Source: an optimization exercise on an open RTL-to-GDS flow (aim: small area, a short achievable clock period and few clock cycles per item). Production flows keep margins and buffers that such runs may drop. Power and IR drop assume default switching activity.

run B:
==> flow/design.v <==
module rmt_wrapper #(
    parameter int unsigned C_S_AXIS_DATA_WIDTH  = 512,
    parameter int unsigned C_S_AXIS_TUSER_WIDTH = 128,
    parameter int unsigned C_M_AXIS_DATA_WIDTH  = 512,
    parameter int unsigned C_S_AXI_DATA_WIDTH   = 32,
    parameter int unsigned C_S_AXI_ADDR_WIDTH   = 12,
    parameter logic [31:0] C_BASEADDR           = 32'h80000000,
    parameter int unsigned PHV_ADDR_WIDTH       = 4
) (
    input  logic                              clk,
    input  logic                              aresetn,
    input  logic [C_S_AXIS_DATA_WIDTH-1:0]    s_axis_tdata,
    input  logic [C_S_AXIS_DATA_WIDTH/8-1:0]  s_axis_tkeep,
    input  logic [C_S_AXIS_TUSER_WIDTH-1:0]   s_axis_tuser,
    input  logic                              s_axis_tvalid,
    output logic                              s_axis_tready,
    input  logic                              s_axis_tlast,
    output logic [C_M_AXIS_DATA_WIDTH-1:0]    m_axis_tdata,
    output logic [C_M_AXIS_DATA_WIDTH/8-1:0]  m_axis_tkeep,
    output logic [C_S_AXIS_TUSER_WIDTH-1:0]   m_axis_tuser,
    output logic                              m_axis_tvalid,
    input  logic                              m_axis_tready,
    output logic                              m_axis_tlast
);
    localparam int unsigned DATA_W  = C_M_AXIS_DATA_WIDTH;
    localparam int unsigned KEEP_W  = DATA_W / 8;
    localparam int unsigned USER_W  = C_S_AXIS_TUSER_WIDTH;
    localparam int unsigned ENTRIES = 1 << PHV_ADDR_WIDTH;
    localparam int unsigned KEY_W   = 16;
    logic unused_c;
    assign unused_c = ^{C_S_AXI_DATA_WIDTH, C_S_AXI_ADDR_WIDTH, C_BASEADDR};
    function automatic logic [7:0] pkt_byte(input logic [DATA_W-1:0] d, input int unsigned n);
        pkt_byte = d[8*n +: 8];
    endfunction
    function automatic logic [15:0] be16(input logic [DATA_W-1:0] d, input int unsigned n);
        be16 = {pkt_byte(d, n), pkt_byte(d, n + 1)};
    endfunction
    function automatic logic [31:0] be32(input logic [DATA_W-1:0] d, input int unsigned n);
        be32 = {be16(d, n), be16(d, n + 2)};
    endfunction
    logic                  beat0_q, drop_q;
    logic [KEY_W-1:0]      tbl_key_q [ENTRIES];
    logic [2:0]            tbl_code_q [ENTRIES];
    logic                  m_valid_q;
    logic [DATA_W-1:0]     m_data_q;
    logic [KEEP_W-1:0]     m_keep_q;
    logic [USER_W-1:0]     m_user_q;
    logic                  m_last_q;
    logic                  s_ready_c, accept_c;
    logic                  is_udp_c, is_cfg_c, cfg_wr_c, drop_beat_c;
    logic [KEY_W-1:0]      data_key_c;
    logic [ENTRIES-1:0]    match_c;
    logic [2:0]            hit_code_c;
    logic [4:0]            act_c;
    logic [2:0]            wr_code_c;
    logic [7:0]            wr_op_c;
    assign s_ready_c     = m_axis_tready;
    assign accept_c      = s_axis_tvalid && s_ready_c;
    assign s_axis_tready = s_ready_c;
    always_comb begin
        is_udp_c   = (be16(s_axis_tdata, 12) == 16'h8100) &&
                     (be16(s_axis_tdata, 16) == 16'h0800) &&
                     (pkt_byte(s_axis_tdata, 27) == 8'h11);
        is_cfg_c   = is_udp_c && (be16(s_axis_tdata, 40) == 16'hF1F2);
        data_key_c = be16(s_axis_tdata, 46);
    end
    always_comb begin
        for (int i = 0; i < ENTRIES; i++)
            match_c[i] = (tbl_code_q[i] != 3'd0) && (tbl_key_q[i] == data_key_c);
        hit_code_c = 3'd0;
        for (int i = ENTRIES - 1; i >= 0; i--)
            if (match_c[i]) hit_code_c = tbl_code_q[i];
    end
    always_comb begin
        act_c = 5'd0;
        if (is_udp_c && s_axis_tkeep[59]) begin
            case (hit_code_c)
                3'd1: act_c = 5'b00001;
                3'd2: act_c = 5'b00010;
                3'd3: act_c = 5'b00100;
                3'd4: act_c = 5'b01000;
                3'd5: act_c = 5'b10000;
                default: act_c = 5'd0;
            endcase
        end
    end
    logic [31:0]       op_a, op_b, res;
    logic [DATA_W-1:0] mod_data_c;
    always_comb begin
        op_a = be32(s_axis_tdata, 48);
        op_b = be32(s_axis_tdata, 52);
        res  = ({32{act_c[0]}} & (op_a + op_b)) |
               ({32{act_c[1]}} & (op_a - op_b)) |
               ({32{act_c[2]}} & (op_a & op_b)) |
               ({32{act_c[3]}} & (op_a | op_b)) |
               ({32{act_c[4]}} & (op_a ^ op_b));
        mod_data_c = s_axis_tdata;
        if (beat0_q && act_c != 5'd0) begin
            for (int i = 0; i < 4; i++)
                mod_data_c[8*(56 + i) +: 8] = res[8*(3 - i) +: 8];
        end
    end
    always_comb begin
        drop_beat_c = beat0_q ? is_cfg_c : drop_q;
        cfg_wr_c    = accept_c && beat0_q && is_cfg_c;
        wr_op_c     = pkt_byte(s_axis_tdata, 49);
        if (!s_axis_tdata[8*50])
            wr_code_c = 3'd0;
        else if (wr_op_c >= 8'd1 && wr_op_c <= 8'd5)
            wr_code_c = wr_op_c[2:0];
        else
            wr_code_c = 3'd6;
    end
    always_ff @(posedge clk or posedge aresetn) begin
        if (aresetn) begin
            beat0_q   <= 1'b1;
            drop_q    <= 1'b0;
            m_valid_q <= 1'b0;
        end else if (s_ready_c) begin
            m_valid_q <= s_axis_tvalid && !drop_beat_c;
            if (s_axis_tvalid) begin
                beat0_q <= s_axis_tlast;
                drop_q  <= drop_beat_c && !s_axis_tlast;
            end
        end
    end
    always_ff @(posedge clk) begin
        if (s_ready_c) begin
            m_data_q <= mod_data_c;
            m_keep_q <= s_axis_tkeep;
            m_user_q <= s_axis_tuser;
            m_last_q <= s_axis_tlast;
        end
    end
    always_ff @(posedge clk or posedge aresetn) begin
        if (aresetn) begin
            for (int i = 0; i < ENTRIES; i++) tbl_code_q[i] <= 3'd0;
        end else if (cfg_wr_c) begin
            tbl_code_q[s_axis_tdata[8*46 +: PHV_ADDR_WIDTH]] <= wr_code_c;
        end
    end
    always_ff @(posedge clk) begin
        if (cfg_wr_c) tbl_key_q[s_axis_tdata[8*46 +: PHV_ADDR_WIDTH]] <= be16(s_axis_tdata, 47);
    end
    assign m_axis_tdata  = m_data_q;
    assign m_axis_tvalid = m_valid_q;
    assign m_axis_tkeep  = m_keep_q;
    assign m_axis_tuser  = m_user_q;
    assign m_axis_tlast  = m_last_q;
endmodule
export LEC_CHECK = 0
export ABC_AREA = 1
export ABC_CLOCK_PERIOD_IN_PS = 3000
export CAP_MARGIN = 20
export CORE_AREA = 5 5 485 485
export CTS_BUF_LIST = sky130_fd_sc_hd__clkbuf_8
export CTS_CLUSTER_DIAMETER = 60
export CTS_CLUSTER_SIZE = 16
export DIE_AREA = 0 0 490 490
export PLACE_DENSITY = 0.75
export SETUP_SLACK_MARGIN = 4.8
export SLEW_MARGIN = 20
create_clock -name core_clock -period 8.5 [get_ports {clk}]
standard.sh (not shown) runs the stock make flow with config.mk's settings and CLKGATE_MAP_FILE= SYNTH_SCRIPT=/design/flow/synth_recipe.tcl, a recipe that flattens the netlist after the stock synthesis.
==> flow/flow/run.sh <==
#!/bin/bash
# Standard ORFS layout, with the port buffers made from the smallest buffer
# cell instead of the default delay buffer. Full tool output goes to
# flow_standard.log in the work folder.
set -uo pipefail
bash standard.sh 'BUFFER_PORTS_ARGS=-buffer_cell sky130_fd_sc_hd__buf_1' finish > flow_standard.log 2>&1
Edits applied to the flow inputs when going from run B to run K:
--- a/flow/design.v
+++ b/flow/design.v
@@ -85,14 +85,39 @@
         end
     end
-    logic [31:0]       op_a, op_b, res;
+    logic [31:0]       op_a, op_b, res, sum_add, sum_sub;
+    logic [31:0]       ga [6];
+    logic [31:0]       pa [6];
+    logic [31:0]       gs [6];
+    logic [31:0]       ps [6];
     logic [DATA_W-1:0] mod_data_c;
     always_comb begin
-        op_a = be32(s_axis_tdata, 48);
-        op_b = be32(s_axis_tdata, 52);
-        res  = ({32{act_c[0]}} & (op_a + op_b)) |
-               ({32{act_c[1]}} & (op_a - op_b)) |
-               ({32{act_c[2]}} & (op_a & op_b)) |
-               ({32{act_c[3]}} & (op_a | op_b)) |
-               ({32{act_c[4]}} & (op_a ^ op_b));
+        op_a  = be32(s_axis_tdata, 48);
+        op_b  = be32(s_axis_tdata, 52);
+        ga[0] = op_a & op_b;
+        pa[0] = op_a ^ op_b;
+        gs[0] = op_a & ~op_b;
+        ps[0] = ~pa[0];
+        gs[0][0] = gs[0][0] | ps[0][0];
+        for (int l = 0; l < 5; l++) begin
+            ga[l+1] = ga[l];
+            pa[l+1] = pa[l];
+            gs[l+1] = gs[l];
+            ps[l+1] = ps[l];
+            for (int i = 0; i < 32; i++) begin
+                if (((i >> l) & 1) == 1) begin
+                    ga[l+1][i] = ga[l][i] | (pa[l][i] & ga[l][((i >> l) << l) - 1]);
+                    pa[l+1][i] = pa[l][i] & pa[l][((i >> l) << l) - 1];
+                    gs[l+1][i] = gs[l][i] | (ps[l][i] & gs[l][((i >> l) << l) - 1]);
+                    ps[l+1][i] = ps[l][i] & ps[l][((i >> l) << l) - 1];
+                end
+            end
+        end
+        sum_add = pa[0] ^ {ga[5][30:0], 1'b0};
+        sum_sub = ps[0] ^ {gs[5][30:0], 1'b1};
+        res  = ({32{act_c[0]}} & sum_add) |
+               ({32{act_c[1]}} & sum_sub) |
+               ({32{act_c[2]}} & ga[0]) |
+               ({32{act_c[3]}} & (ga[0] | pa[0])) |
+               ({32{act_c[4]}} & pa[0]);
         mod_data_c = s_axis_tdata;
         if (beat0_q && act_c != 5'd0) begin
## What came out
- Run K does worse than run B on first-pass GRT wire length.
- Changes observed in run K relative to run B: met2 routed wirelength essentially unchanged; met3 track demand over resource in global routing increased 8.0 points; headroom to the max-slew limit increased 3.9 points; data arrival time of the critical path decreased 0.08 ns; clock tree buffer count of the final layout increased 19%.
- Fmax came out higher on run K than on run B.
- Relative to run B, the static leakage of run K is higher by about 3.5%.
- In the reports for run B and run K, the larger utilization belongs to run K.
- Run K vs. run B: aggregate routed wire length grew by 14%; number of CTS-inserted buffers grew by about 19%.
- Taking run B as the reference point, the non-clock buffer count of run K rises by 46.
No functional check of the RTL was part of any run of this note.

[static timing again, ports no longer ideal]
The results above use ideal ports. As a check the final layouts listed here were re-extracted and re-timed, cells and wires unchanged.
Step 1: set_driving_cell puts a clkbuf_16 on clk and a buf_2 on each other input, an assumption about the parent block.
Step 2, shift: input delay + t, output delay - t, t = (earliest + latest rising clock arrival at the registers) / 2. This alone moves slack from input paths to output paths.
a / b / c = no drivers / after step 1 / after step 2; a / b = the first two.
| run | shift t [ns] | setup slack, ns | worst data-port slew with drivers (ns) |
|---|---|---|---|
| run B | 0.976 | 3.604 / 3.509 / 2.533 | 0.43 |
| run K | 0.984 | 3.715 / 3.758 / 2.774 | 0.48 |
After both steps setup and hold are still met in every run listed. The setup slack of run B, which loses most, moves by -0.095 ns with the drivers and by -1.071 ns with both steps.
